Background: an optimization exercise with open tools, aiming at small area, a short achievable clock period and few clock cycles. Do not read the settings as production practice. In this exercise RTL edits were held to simulation tests only and were not proved equivalent to the original.

==> flow/design.v (excerpt) <==
module hsv_histogram_bhattacharyya
(
    input  wire logic                 clk,
    input  wire logic                 rst_n,
    input  wire logic                 pix_valid,
    output      logic                 pix_ready,
    input  wire logic                 pix_kind,
    input  wire logic [8:0]           pix_hue,
    input  wire logic [7:0]           pix_saturation,
    input  wire logic [7:0]           pix_brightness,
    input  wire logic [6:0]           pix_ref_index,
    input  wire logic [15:0]          pix_ref_fraction,
    input  wire logic                 pix_last_pixel,
    output      logic                 res_valid,
    input  wire logic                 res_ready,
    output      logic [16:0]          res_distance,
    output      logic                 res_empty_region,
    input  wire logic                 cfg_we,
    input  wire logic [CFG_IDX_W-1:0] cfg_index,
    input  wire logic [7:0]           cfg_wdata
);
Size: roughly 11000 cells after synthesis, about 85 I/O pins.
clock: 12.0 ns
lec_check: 0
cap_margin: 20
cell_pad_in_sites_detail_placement: 2
cell_pad_in_sites_global_placement: 2
core_margin: 2
core_utilization: 40
place_density: 0.55
setup_slack_margin: 5
slew_margin: 20
run.sh (not shown) runs the stock make flow with config.mk's settings and CLKGATE_MAP_FILE= SYNTH_SCRIPT=/design/flow/synth_recipe.tcl, a recipe that flattens the netlist after the stock synthesis.
The first run completed with no timing, DRC or antenna violations.
Testbench counts at the start, summed over its fixed seeds: cycles 33,964.
Rerun with:
==> flow/flow/run.sh (new file) <==
#!/bin/bash
set -euo pipefail
export SETUP_SLACK_MARGIN=${SETUP_SLACK_MARGIN:-7.5}
export TNS_END_PERCENT=${TNS_END_PERCENT:-20}
bash standard.sh > flow_make.log 2>&1
==> flow/standard.sh (new file) <==
#!/bin/bash
# synth_recipe.tcl (not shown) runs the flow's synth.tcl, then flattens the netlist and writes it again
# the make line also repeats each setting of config.mk as NAME=value (left out here)
make -C /OpenROAD-flow-scripts/flow DESIGN_CONFIG=/design/flow/config.mk WORK_HOME=/design/flow/orfs CLKGATE_MAP_FILE= SYNTH_SCRIPT=/design/flow/synth_recipe.tcl "${@:-finish}"
Settings changed: SETUP_SLACK_MARGIN 5 to unset.
removed: flow/run.sh
Outcome:
- worst hold slack improved by 0.0080 ns
- die area does not change
- area after synthesis is unchanged
- fmax came out higher by 11%

* * *

sierra:
Another version of the RTL of hsv_histogram_bhattacharyya (not shown whole).
Size in the first run: ~4200 flip-flops, roughly 85 I/O pins.
## hsv_histogram_bhattacharyya
module hsv_histogram_bhattacharyya
(
    input  wire logic                 clk,
    input  wire logic                 rst_n,
    input  wire logic                 pix_valid,
    output      logic                 pix_ready,
    input  wire logic                 pix_kind,
    input  wire logic [8:0]           pix_hue,
    input  wire logic [7:0]           pix_saturation,
    input  wire logic [7:0]           pix_brightness,
    input  wire logic [6:0]           pix_ref_index,
    input  wire logic [15:0]          pix_ref_fraction,
    input  wire logic                 pix_last_pixel,
    output      logic                 res_valid,
    input  wire logic                 res_ready,
    output      logic [16:0]          res_distance,
    output      logic                 res_empty_region,
    input  wire logic                 cfg_we,
    input  wire logic [CFG_IDX_W-1:0] cfg_index,
    input  wire logic [7:0]           cfg_wdata
);
Settings: LEC_CHECK=0, CAP_MARGIN=20, CELL_PAD_IN_SITES_DETAIL_PLACEMENT=2, CELL_PAD_IN_SITES_GLOBAL_PLACEMENT=2, CORE_MARGIN=2, CORE_UTILIZATION=40, CTS_CLUSTER_DIAMETER=80, CTS_CLUSTER_SIZE=24, PLACE_DENSITY=0.55, SLEW_MARGIN=20; clock period 12.0 ns.
standard.sh (not shown) runs the stock make flow with config.mk's settings and CLKGATE_MAP_FILE= SYNTH_SCRIPT=/design/flow/synth_recipe.tcl, a recipe that flattens the netlist after the stock synthesis.
==> flow/flow/run.sh <==
#!/bin/bash
set -euo pipefail
export SETUP_SLACK_MARGIN=${SETUP_SLACK_MARGIN:-8}
export TNS_END_PERCENT=${TNS_END_PERCENT:-100}
bash standard.sh > flow_make.log 2>&1
sierra: no failed stages, no open violations at the end
Testbench counts of sierra, summed over its fixed seeds: cycles 34,028.
Input changes introduced in lagoon (baseline for comparison: sierra):
==> flow/flow/run.sh <==
#!/bin/bash
set -euo pipefail
export SETUP_SLACK_MARGIN=${SETUP_SLACK_MARGIN:-8}
export TNS_END_PERCENT=${TNS_END_PERCENT:-20}
bash standard.sh > flow_make.log 2>&1
diff --git a/flow/config.mk b/flow/config.mk
--- a/flow/config.mk
+++ b/flow/config.mk
@@ -11,6 +11,4 @@
 export CORE_MARGIN = 2
 export CORE_UTILIZATION = 40
-export CTS_CLUSTER_DIAMETER = 80
-export CTS_CLUSTER_SIZE = 24
 export PLACE_DENSITY = 0.55
 export SLEW_MARGIN = 20
==> comparison <==
- Global-route usage: lagoon higher than sierra
- The more densely filled core belongs to lagoon, not sierra.
- lagoon: PASS, flow complete, no timing, DRC or antenna violations
- Relative to sierra, the measured slew at the worst slew-check pin of lagoon is lower by 28 ps.
- Looking at finished layout cell area, lagoon sits 3.8% higher than sierra does.
- In the tables for sierra and lagoon, setup slack reads lower with lagoon.
- NOTE detailed-route wire length sierra->lagoon increased slightly

what the ideal ports hide:
The flow's constraints put no driver on any port. The routed layouts listed below were extracted and timed again, unchanged, in two steps.
Step 1 assumes that a clkbuf_16 drives the clock port and a buf_2 every other input.
Step 2, shift: input delay + t, output delay - t, t = (earliest + latest rising clock arrival at the registers) / 2. This alone moves slack from input paths to output paths.
a / b / c = no drivers / after step 1 / after step 2; a / b = the first two.
| run | shift t [ns] | setup slack, ns | hold WS [ns] | clock arrival spread, ns | cell pins on the clock port's net |
|---|---|---|---|---|---|
| the first run of note 1 | 1.124 | 4.951 / 4.951 / 4.951 | 0.344 / 0.344 / 0.344 | 0.130 / 0.131 | 1 |
| the second run of note 1 | 1.115 | 5.633 / 5.633 / 5.633 | 0.352 / 0.352 / 0.352 | 0.141 / 0.141 | 1 |
| sierra | 1.131 | 7.748 / 7.748 / 7.028 | 0.352 / 0.352 / 0.352 | 0.166 / 0.167 | 1 |
| lagoon | 1.142 | 7.652 / 7.652 / 6.823 | 0.322 / 0.322 / 0.322 | 0.167 / 0.166 | 1 |
After both steps setup and hold are still met in every run listed. For lagoon, which loses most, drivers alone change the setup slack by 0.000 ns; drivers and shift together by -0.829 ns.
